From an optimization exercise on the open Yosys and OpenROAD flow, aimed at small area, a short achievable clock period and few clock cycles per item; shortcuts taken in it are not production practice. In this exercise RTL edits were held to simulation tests only and were not proved equivalent to the original. No activity file was given, so power comes from the tool's default toggle rates.

Setup of run A:
==> flow/design.v <==
package tsm_pkg;
    localparam logic [1:0] OP_CREATE = 2'd0;
    localparam logic [1:0] OP_RESUME = 2'd1;
    localparam logic [1:0] OP_YIELD  = 2'd2;
    localparam logic [1:0] OP_DONE   = 2'd3;
    localparam logic [1:0] RC_OK            = 2'd0;
    localparam logic [1:0] RC_NO_ROUTINE    = 2'd1;
    localparam logic [1:0] RC_FULL          = 2'd2;
    localparam logic [1:0] RC_NOT_RESUMABLE = 2'd3;
    typedef struct packed {
        logic [1:0] opcode;
        logic [5:0] slot_index;
        logic       has_routine;
    } tsm_req_t;
    typedef struct packed {
        logic [1:0] result_code;
        logic [5:0] slot_out;
        logic       current_valid;
        logic [5:0] current_slot;
        logic [6:0] unfinished_count;
        logic       all_done;
    } tsm_rsp_t;
    typedef struct packed {
        logic       valid;    
        logic       create;   
        logic       nort;     
        logic       resume;
        logic       yield;
        logic       done;
        logic [5:0] idx;
    } tsm_cmd_t;
endpackage
module tsm_ctrl (
    input  logic              clk,
    input  logic              rst_n,
    input  logic              start,
    output logic              busy,
    input  tsm_pkg::tsm_req_t request,
    output tsm_pkg::tsm_cmd_t cmd
);
    always_ff @(posedge clk or negedge rst_n)
    begin
        if (!rst_n)
        begin
            cmd.valid  <= 1'b0;
            cmd.create <= 1'b0;
            cmd.nort   <= 1'b0;
            cmd.resume <= 1'b0;
            cmd.yield  <= 1'b0;
            cmd.done   <= 1'b0;
        end
        else
        begin
            cmd.valid  <= start;
            cmd.create <= start && (request.opcode == tsm_pkg::OP_CREATE) && request.has_routine;
            cmd.nort   <= start && (request.opcode == tsm_pkg::OP_CREATE) && !request.has_routine;
            cmd.resume <= start && (request.opcode == tsm_pkg::OP_RESUME);
            cmd.yield  <= start && (request.opcode == tsm_pkg::OP_YIELD);
            cmd.done   <= start && (request.opcode == tsm_pkg::OP_DONE);
        end
    end
    always_ff @(posedge clk)
    begin
        cmd.idx <= request.slot_index;
    end
    assign busy = 1'b0;
endmodule
module tsm_datapath #(
    parameter int SLOTS = 64
) (
    input  logic              clk,
    input  logic              rst_n,
    input  tsm_pkg::tsm_cmd_t cmd,
    output tsm_pkg::tsm_rsp_t result,
    output logic              result_valid
);
    logic [5:0] ln_mem [SLOTS];
    logic [SLOTS-1:0] alive;
    logic       fv_reg;
    logic [5:0] fcm1_reg;
    logic [5:0] fh_reg;
    logic [6:0] used_reg;
    logic [6:0] live_reg;
    logic       rv_reg;
    logic [5:0] rs_reg;
    logic       ad_reg;
    logic [1:0] code_reg;
    logic [5:0] slot_reg;
    logic       vr_reg;
    logic       alloc_pop, alloc_new, alloc, push, rok;
    logic [5:0] aslot;
    logic       we;
    logic [5:0] wa, wd;
    genvar gi;
    generate
        for (gi = 0; gi < SLOTS; gi++)
        begin : g_alive
            assign alive[gi] = (ln_mem[gi] == 6'(gi));
        end
    endgenerate
    assign alloc_pop = cmd.create && fv_reg;
    assign alloc_new = cmd.create && !fv_reg && !used_reg[6];
    assign alloc     = alloc_pop || alloc_new;
    assign aslot     = fv_reg ? fh_reg : used_reg[5:0];
    assign push      = cmd.done && rv_reg;
    assign rok       = cmd.resume && ({1'b0, cmd.idx} < used_reg) && alive[cmd.idx]
                       && !(rv_reg && (rs_reg == cmd.idx));
    assign we = alloc || push;
    assign wa = cmd.create ? aslot : rs_reg;
    assign wd = cmd.create ? aslot : (fv_reg ? fh_reg : ~rs_reg);
    always_ff @(posedge clk)
    begin
        if (we)
        begin
            ln_mem[wa] <= wd;
        end
    end
    always_ff @(posedge clk or negedge rst_n)
    begin
        if (!rst_n)
        begin
            fv_reg   <= 1'b0;
            fcm1_reg <= '0;
            fh_reg   <= '0;
            used_reg <= '0;
            live_reg <= '0;
            rv_reg   <= 1'b0;
            rs_reg   <= '0;
            ad_reg   <= 1'b1;
            code_reg <= '0;
            slot_reg <= '0;
            vr_reg   <= 1'b0;
        end
        else
        begin
            vr_reg <= cmd.valid;
            if (push)
            begin
                fv_reg   <= 1'b1;
                fcm1_reg <= fv_reg ? fcm1_reg + 6'd1 : 6'd0;
                fh_reg   <= rs_reg;
            end
            else if (alloc_pop)
            begin
                fv_reg   <= (fcm1_reg != 6'd0);
                fcm1_reg <= fcm1_reg - 6'd1;
                fh_reg   <= ln_mem[fh_reg];
            end
            if (alloc_new)
            begin
                used_reg <= used_reg + 7'd1;
            end
            if (alloc)
            begin
                live_reg <= live_reg + 7'd1;
                ad_reg   <= 1'b0;
            end
            else if (push)
            begin
                live_reg <= live_reg - 7'd1;
                ad_reg   <= (live_reg == 7'd1);
            end
            if (rok)
            begin
                rv_reg <= 1'b1;
                rs_reg <= cmd.idx;
            end
            else if (cmd.yield || cmd.done)
            begin
                rv_reg <= 1'b0;
                rs_reg <= '0;
            end
            code_reg[1] <= (cmd.create && !alloc) || (cmd.resume && !rok);
            code_reg[0] <= cmd.nort || (cmd.resume && !rok);
            slot_reg    <= alloc ? aslot : 6'd0;
        end
    end
    assign result.result_code      = code_reg;
    assign result.slot_out         = slot_reg;
    assign result.current_valid    = rv_reg;
    assign result.current_slot     = rs_reg;
    assign result.unfinished_count = live_reg;
    assign result.all_done         = ad_reg;
    assign result_valid            = vr_reg;
endmodule
module thread_slot_manager #(
    parameter int SLOTS = 64
) (
    input  logic              clk,
    input  logic              rst_n,
    input  logic              start,
    output logic              busy,
    input  logic [8:0]        request,
    output logic              result_valid,
    output logic [22:0]       result
);
    tsm_pkg::tsm_cmd_t cmd;
    tsm_pkg::tsm_req_t request_s;
    tsm_pkg::tsm_rsp_t result_s;
    assign request_s = request;
    assign result    = result_s;
    tsm_ctrl u_ctrl (
        .clk     (clk),
        .rst_n   (rst_n),
        .start   (start),
        .busy    (busy),
        .request (request_s),
        .cmd     (cmd)
    );
    tsm_datapath #(
        .SLOTS (SLOTS)
    ) u_datapath (
        .clk          (clk),
        .rst_n        (rst_n),
        .cmd          (cmd),
        .result       (result_s),
        .result_valid (result_valid)
    );
endmodule
clock: 5.0 ns
lec_check: 0
cap_margin: 20
core_margin: 2
core_utilization: 40
slew_margin: 20
run.sh (not shown) runs the stock make flow with config.mk's settings and CLKGATE_MAP_FILE= SYNTH_SCRIPT=/design/flow/synth_recipe.tcl, a recipe that flattens the netlist after the stock synthesis.
Testbench counts of run A, summed over its fixed seeds: cycles 12,808, items 12,800.
For run B, these inputs were changed with respect to run A:
Settings: ABC_CLOCK_PERIOD_IN_PS newly set to 1500; SETUP_SLACK_MARGIN newly set to 3.0.
Run B went all the way through synthesis, placement and routing and the layout is clean on timing, DRC and antenna.
Run B vs. run A: data-path buffer share of cell area in the final layout went up by 6.6 points.
In the tables for run B and run A, sequential share of layout area reads higher with run A.
Summary of the comparison: worst setup slack after placement is lower in run B, relative to run A.
Compared with run A, run B degrades wire length.
Run B ends up with higher detailed-route vias per instance than run A does.
[compare] base=run A new=run B: power in sequential cells moved down, area of all placed cells without fillers moved up, global-route total usage across every layer moved up, standard cell area after detailed placement moved up.
For run C, these inputs were changed with respect to run B:
Settings: removing ABC_CLOCK_PERIOD_IN_PS (formerly 1500).
==> summary.txt <==
Run C vs. run B: post-synth net total held steady; total negative setup slack held steady; routed wire length held steady. Diff run C..run B | routability-driven placement congestion ratio | unchanged. Any difference in synthesized cell count between run B and run C is small enough to ignore. Run B → run C: total global routing track utilization stayed essentially flat; setup slack after layout neither gained nor lost much.

---

## main
Another version of the RTL of thread_slot_manager (not shown whole).
Size in the first run: about 1600 cells after synthesis, about 530 flip-flops, roughly 37 I/O pins, ~19000 µm² of cells after synthesis.
export LEC_CHECK = 0
export CAP_MARGIN = 20
export CORE_MARGIN = 2
export CORE_UTILIZATION = 65
export CTS_CLUSTER_DIAMETER = 60
export CTS_CLUSTER_SIZE = 20
export GPL_TIMING_DRIVEN = 0
export SETUP_SLACK_MARGIN = 3.0
export SLEW_MARGIN = 20
create_clock -name core_clock -period 5.0 [get_ports {clk}]
main reached the final stage; the timing, design-rule and antenna checks on its layout passed.
Testbench counts of main, summed over its fixed seeds: cycles 12,808, items 12,800.
Here is what was changed in the inputs of the feature branch compared with main.
# main
export LEC_CHECK = 0
export CAP_MARGIN = 20
export CORE_MARGIN = 2
export CORE_UTILIZATION = 65
export CTS_CLUSTER_DIAMETER = 60
export CTS_CLUSTER_SIZE = 20
export GPL_TIMING_DRIVEN = 0
export SETUP_SLACK_MARGIN = 3.0
export SLEW_MARGIN = 20
create_clock -name core_clock -period 5.0 [get_ports {clk}]
# the feature branch
export LEC_CHECK = 0
export CAP_MARGIN = 20
export CORE_MARGIN = 2
export CORE_UTILIZATION = 65
export CTS_CLUSTER_DIAMETER = 60
export CTS_CLUSTER_SIZE = 20
export SETUP_SLACK_MARGIN = 3.0
export SLEW_MARGIN = 20
create_clock -name core_clock -period 5.0 [get_ports {clk}]
Findings:
The feature branch ended up with a lower final cell count without fillers than main did. As far as data required time of the worst path is concerned, main and the feature branch perform about the same. Relative to main, area added between synthesis and finish has decreased by 0.40 points in the feature branch. Routed wire in the feature branch totals more than in main. Worst setup slack was lower in the run labelled main. Basic-gate share of the synthesized area counting and, or, nand and nor cells essentially unchanged between the feature branch and main.

## re-timing with driven ports
Ports are ideal in the flow. The routed layouts listed here were re-timed in OpenROAD.
Step 1: set_driving_cell puts a clkbuf_16 on clk and a buf_2 on each other input, an assumption about the parent block.
Step 2, shift: input delay + t, output delay - t, t = (earliest + latest rising clock arrival at the registers) / 2. This alone moves slack from input paths to output paths.
Slacks: ideal ports / drivers / drivers and shift; pairs: ideal ports / drivers.
run	shift t [ns]	setup slack, ns	worst hold slack (ns)	worst data-port slew with drivers (ns)	cell pins on the clock port's net
run A	0.630	1.587 / 1.587 / 1.587	0.348 / 0.348 / 0.348	0.03	1
run B	0.639	2.276 / 2.276 / 2.276	0.363 / 0.363 / 0.363	0.03	1
run C	0.639	2.276 / 2.276 / 2.276	0.363 / 0.363 / 0.363	0.03	1
main	0.570	2.840 / 2.799 / 2.840	0.356 / 0.356 / 0.356	0.04	1
the feature branch	0.570	2.877 / 2.877 / 2.877	0.353 / 0.353 / 0.353	0.04	1
After both steps every run listed still meets setup and hold.
